Source: an optimization exercise on an open RTL-to-GDS flow (aim: small area, a short achievable clock period and few clock cycles per item). Production flows keep margins and buffers that such runs may drop.
In this exercise RTL edits were held to simulation tests only and were not proved equivalent to the original.
Power figures rest on the tool's default switching activity, not on a simulated workload.

==> module BusMux, before the edit <==
module BusMux #(
	parameter int NumRegs = 16
) (
	input logic [NumRegs*dataPkg::WordBits-1:0] regs,   
	input dataPkg::wordT pc,
	input dataPkg::wordT ir,
	input dataPkg::wordT zHi,
	input dataPkg::wordT zLo,
	input dataPkg::wordT mdr,
	input logic pcOut,
	input logic irOut,
	input logic zHiOut,
	input logic zLoOut,
	input logic mdrOut,
	input logic [NumRegs-1:0] regOut,
	output dataPkg::wordT busOut
);
	localparam int NumSrc = int'(ctrlPkg::SrcReg0) + NumRegs;
	logic [NumSrc-1:0] sel;
	logic [NumSrc*dataPkg::WordBits-1:0] src;
	always_comb begin
		sel[ctrlPkg::SrcPc] = pcOut;
		sel[ctrlPkg::SrcIr] = irOut;
		sel[ctrlPkg::SrcZhi] = zHiOut;
		sel[ctrlPkg::SrcZlo] = zLoOut;
		sel[ctrlPkg::SrcMdr] = mdrOut;
		src[int'(ctrlPkg::SrcPc)*dataPkg::WordBits +: dataPkg::WordBits] = pc;
		src[int'(ctrlPkg::SrcIr)*dataPkg::WordBits +: dataPkg::WordBits] = ir;
		src[int'(ctrlPkg::SrcZhi)*dataPkg::WordBits +: dataPkg::WordBits] = zHi;
		src[int'(ctrlPkg::SrcZlo)*dataPkg::WordBits +: dataPkg::WordBits] = zLo;
		src[int'(ctrlPkg::SrcMdr)*dataPkg::WordBits +: dataPkg::WordBits] = mdr;
		for (int i = 0; i < NumRegs; i++) begin
			sel[int'(ctrlPkg::SrcReg0) + i] = regOut[i];
			src[(int'(ctrlPkg::SrcReg0) + i)*dataPkg::WordBits +: dataPkg::WordBits] = regs[i*dataPkg::WordBits +: dataPkg::WordBits];
		end
	end
	localparam int Levels = $clog2(NumSrc);
	localparam int Leaves = 1 << Levels;
	dataPkg::wordT g [Levels+1][Leaves];
	logic p [Levels+1][Leaves];
	always_comb begin
		for (int i = 0; i < Leaves; i++) begin
			if (i < NumSrc) begin
				g[0][i] = src[i*dataPkg::WordBits +: dataPkg::WordBits] & {dataPkg::WordBits{sel[i]}};
				p[0][i] = ~sel[i];
			end else begin
				g[0][i] = '0;
				p[0][i] = 1'b1;
			end
		end
		for (int l = 1; l <= Levels; l++) begin
			for (int i = 0; i < Leaves; i++) begin
				if (i < (Leaves >> l)) begin
					g[l][i] = g[l-1][2*i] | (g[l-1][2*i+1] & {dataPkg::WordBits{p[l-1][2*i]}});
					p[l][i] = p[l-1][2*i] & p[l-1][2*i+1];
				end else begin
					g[l][i] = '0;
					p[l][i] = 1'b1;
				end
			end
		end
		busOut = g[Levels][0];
	end
endmodule
==> flow/config.mk <==
export PLATFORM = sky130hd
export DESIGN_NAME = DataPath
export DESIGN_NICKNAME = DataPath
export VERILOG_FILES = /design/flow/design.v
export SDC_FILE = /design/flow/constraint.sdc
export NUM_CORES = 4
export LEC_CHECK = 0
export ABC_AREA = 1
export CAP_MARGIN = 20
export CORE_MARGIN = 2
export CORE_UTILIZATION = 30
export SETUP_SLACK_MARGIN = 3.5
export SLEW_MARGIN = 20
==> flow/constraint.sdc <==
create_clock -name core_clock -period 10.0 [get_ports {Clock}]
set_input_delay 2.0000 -clock core_clock [delete_from_list [all_inputs] [get_ports {Clock}]]
set_output_delay 2.0000 -clock core_clock [all_outputs]
set_load 0.01 [all_outputs]
run.sh (not shown) runs the stock make flow with config.mk's settings and CLKGATE_MAP_FILE= SYNTH_SCRIPT=/design/flow/synth_recipe.tcl, a recipe that flattens the netlist after the stock synthesis.
Testbench counts at the start, summed over its fixed seeds: cycles 146,723, items 20,000.
Change:
--- a/flow/design.v
+++ b/flow/design.v
@@ -111,12 +111,14 @@
 	input logic mdrOut,
 	input logic [NumRegs-1:0] regOut,
 	output dataPkg::wordT busOut
 );
 	localparam int NumSrc = int'(ctrlPkg::SrcReg0) + NumRegs;
 	logic [NumSrc-1:0] sel;
+	logic [NumSrc-1:0] grant;
+	logic [NumSrc-1:0] lowerMask;
 	logic [NumSrc*dataPkg::WordBits-1:0] src;
 	always_comb begin
 		sel[ctrlPkg::SrcPc] = pcOut;
 		sel[ctrlPkg::SrcIr] = irOut;
 		sel[ctrlPkg::SrcZhi] = zHiOut;
 		sel[ctrlPkg::SrcZlo] = zLoOut;
@@ -128,38 +130,24 @@
 		src[int'(ctrlPkg::SrcMdr)*dataPkg::WordBits +: dataPkg::WordBits] = mdr;
 		for (int i = 0; i < NumRegs; i++) begin
 			sel[int'(ctrlPkg::SrcReg0) + i] = regOut[i];
 			src[(int'(ctrlPkg::SrcReg0) + i)*dataPkg::WordBits +: dataPkg::WordBits] = regs[i*dataPkg::WordBits +: dataPkg::WordBits];
 		end
 	end
-	localparam int Levels = $clog2(NumSrc);
-	localparam int Leaves = 1 << Levels;
-	dataPkg::wordT g [Levels+1][Leaves];
-	logic p [Levels+1][Leaves];
 	always_comb begin
-		for (int i = 0; i < Leaves; i++) begin
-			if (i < NumSrc) begin
-				g[0][i] = src[i*dataPkg::WordBits +: dataPkg::WordBits] & {dataPkg::WordBits{sel[i]}};
-				p[0][i] = ~sel[i];
-			end else begin
-				g[0][i] = '0;
-				p[0][i] = 1'b1;
-			end
+		for (int i = 0; i < NumSrc; i++) begin
+			lowerMask = '0;
+			for (int j = 0; j < i; j++) lowerMask[j] = 1'b1;
+			grant[i] = sel[i] & ~(|(sel & lowerMask));
 		end
-		for (int l = 1; l <= Levels; l++) begin
-			for (int i = 0; i < Leaves; i++) begin
-				if (i < (Leaves >> l)) begin
-					g[l][i] = g[l-1][2*i] | (g[l-1][2*i+1] & {dataPkg::WordBits{p[l-1][2*i]}});
-					p[l][i] = p[l-1][2*i] & p[l-1][2*i+1];
-				end else begin
-					g[l][i] = '0;
-					p[l][i] = 1'b1;
-				end
-			end
+	end
+	always_comb begin
+		busOut = '0;
+		for (int i = 0; i < NumSrc; i++) begin
+			busOut = busOut | (src[i*dataPkg::WordBits +: dataPkg::WordBits] & {dataPkg::WordBits{grant[i]}});
 		end
-		busOut = g[Levels][0];
 	end
 endmodule
 `timescale 1ns/1ps
 module AluStage (
 	input logic Clock,
 	input logic rst,
What happened:
- fmax drops by a few percent
- clock-buffer cell count fell by 4
- power stays flat
- worst setup slack loses 0.44 ns
- routed wire length goes up by a little under a tenth
- design area increases by a few percent
- sequential power shrinks slightly
- combinational power drops by a few percent
- utilization climbs by 1.9 points
- via count shrinks by a few percent
- area after synthesis drops by a few percent
- global-route usage is higher by 3.0 points
- flip-flop and latch count does not change
- cell count shrinks by a few percent
Testbench counts after the change, summed over its fixed seeds: cycles 146,723, items 20,000.

-- re-timing with driven ports --
Ports are ideal in the flow. The routed layouts listed here were re-timed in OpenROAD. Step 1, drivers: a clkbuf_16 drives Clock and a buf_2 each remaining input, both assumed. Step 2 moves the port delays by t, midway between the first and last clock arrival at a register: inputs arrive t later, outputs are due t later. That takes back most of the time a late clock gives input paths. a / b / c = ideal / step 1 / step 2; a / b = the first two.
run | shift t [ns] | slack for setup (ns) | worst setup path after step 2 | cell pins on the clock port's net
the first run | 0.776 | 3.580 / 3.538 / 2.951 | input to register | 1
the second run | 0.787 | 3.140 / 3.067 / 2.522 | input to register | 1
After both steps setup and hold are still met in every run listed. For the first run, which loses most, drivers alone change the setup slack by -0.042 ns; drivers and shift together by -0.629 ns.
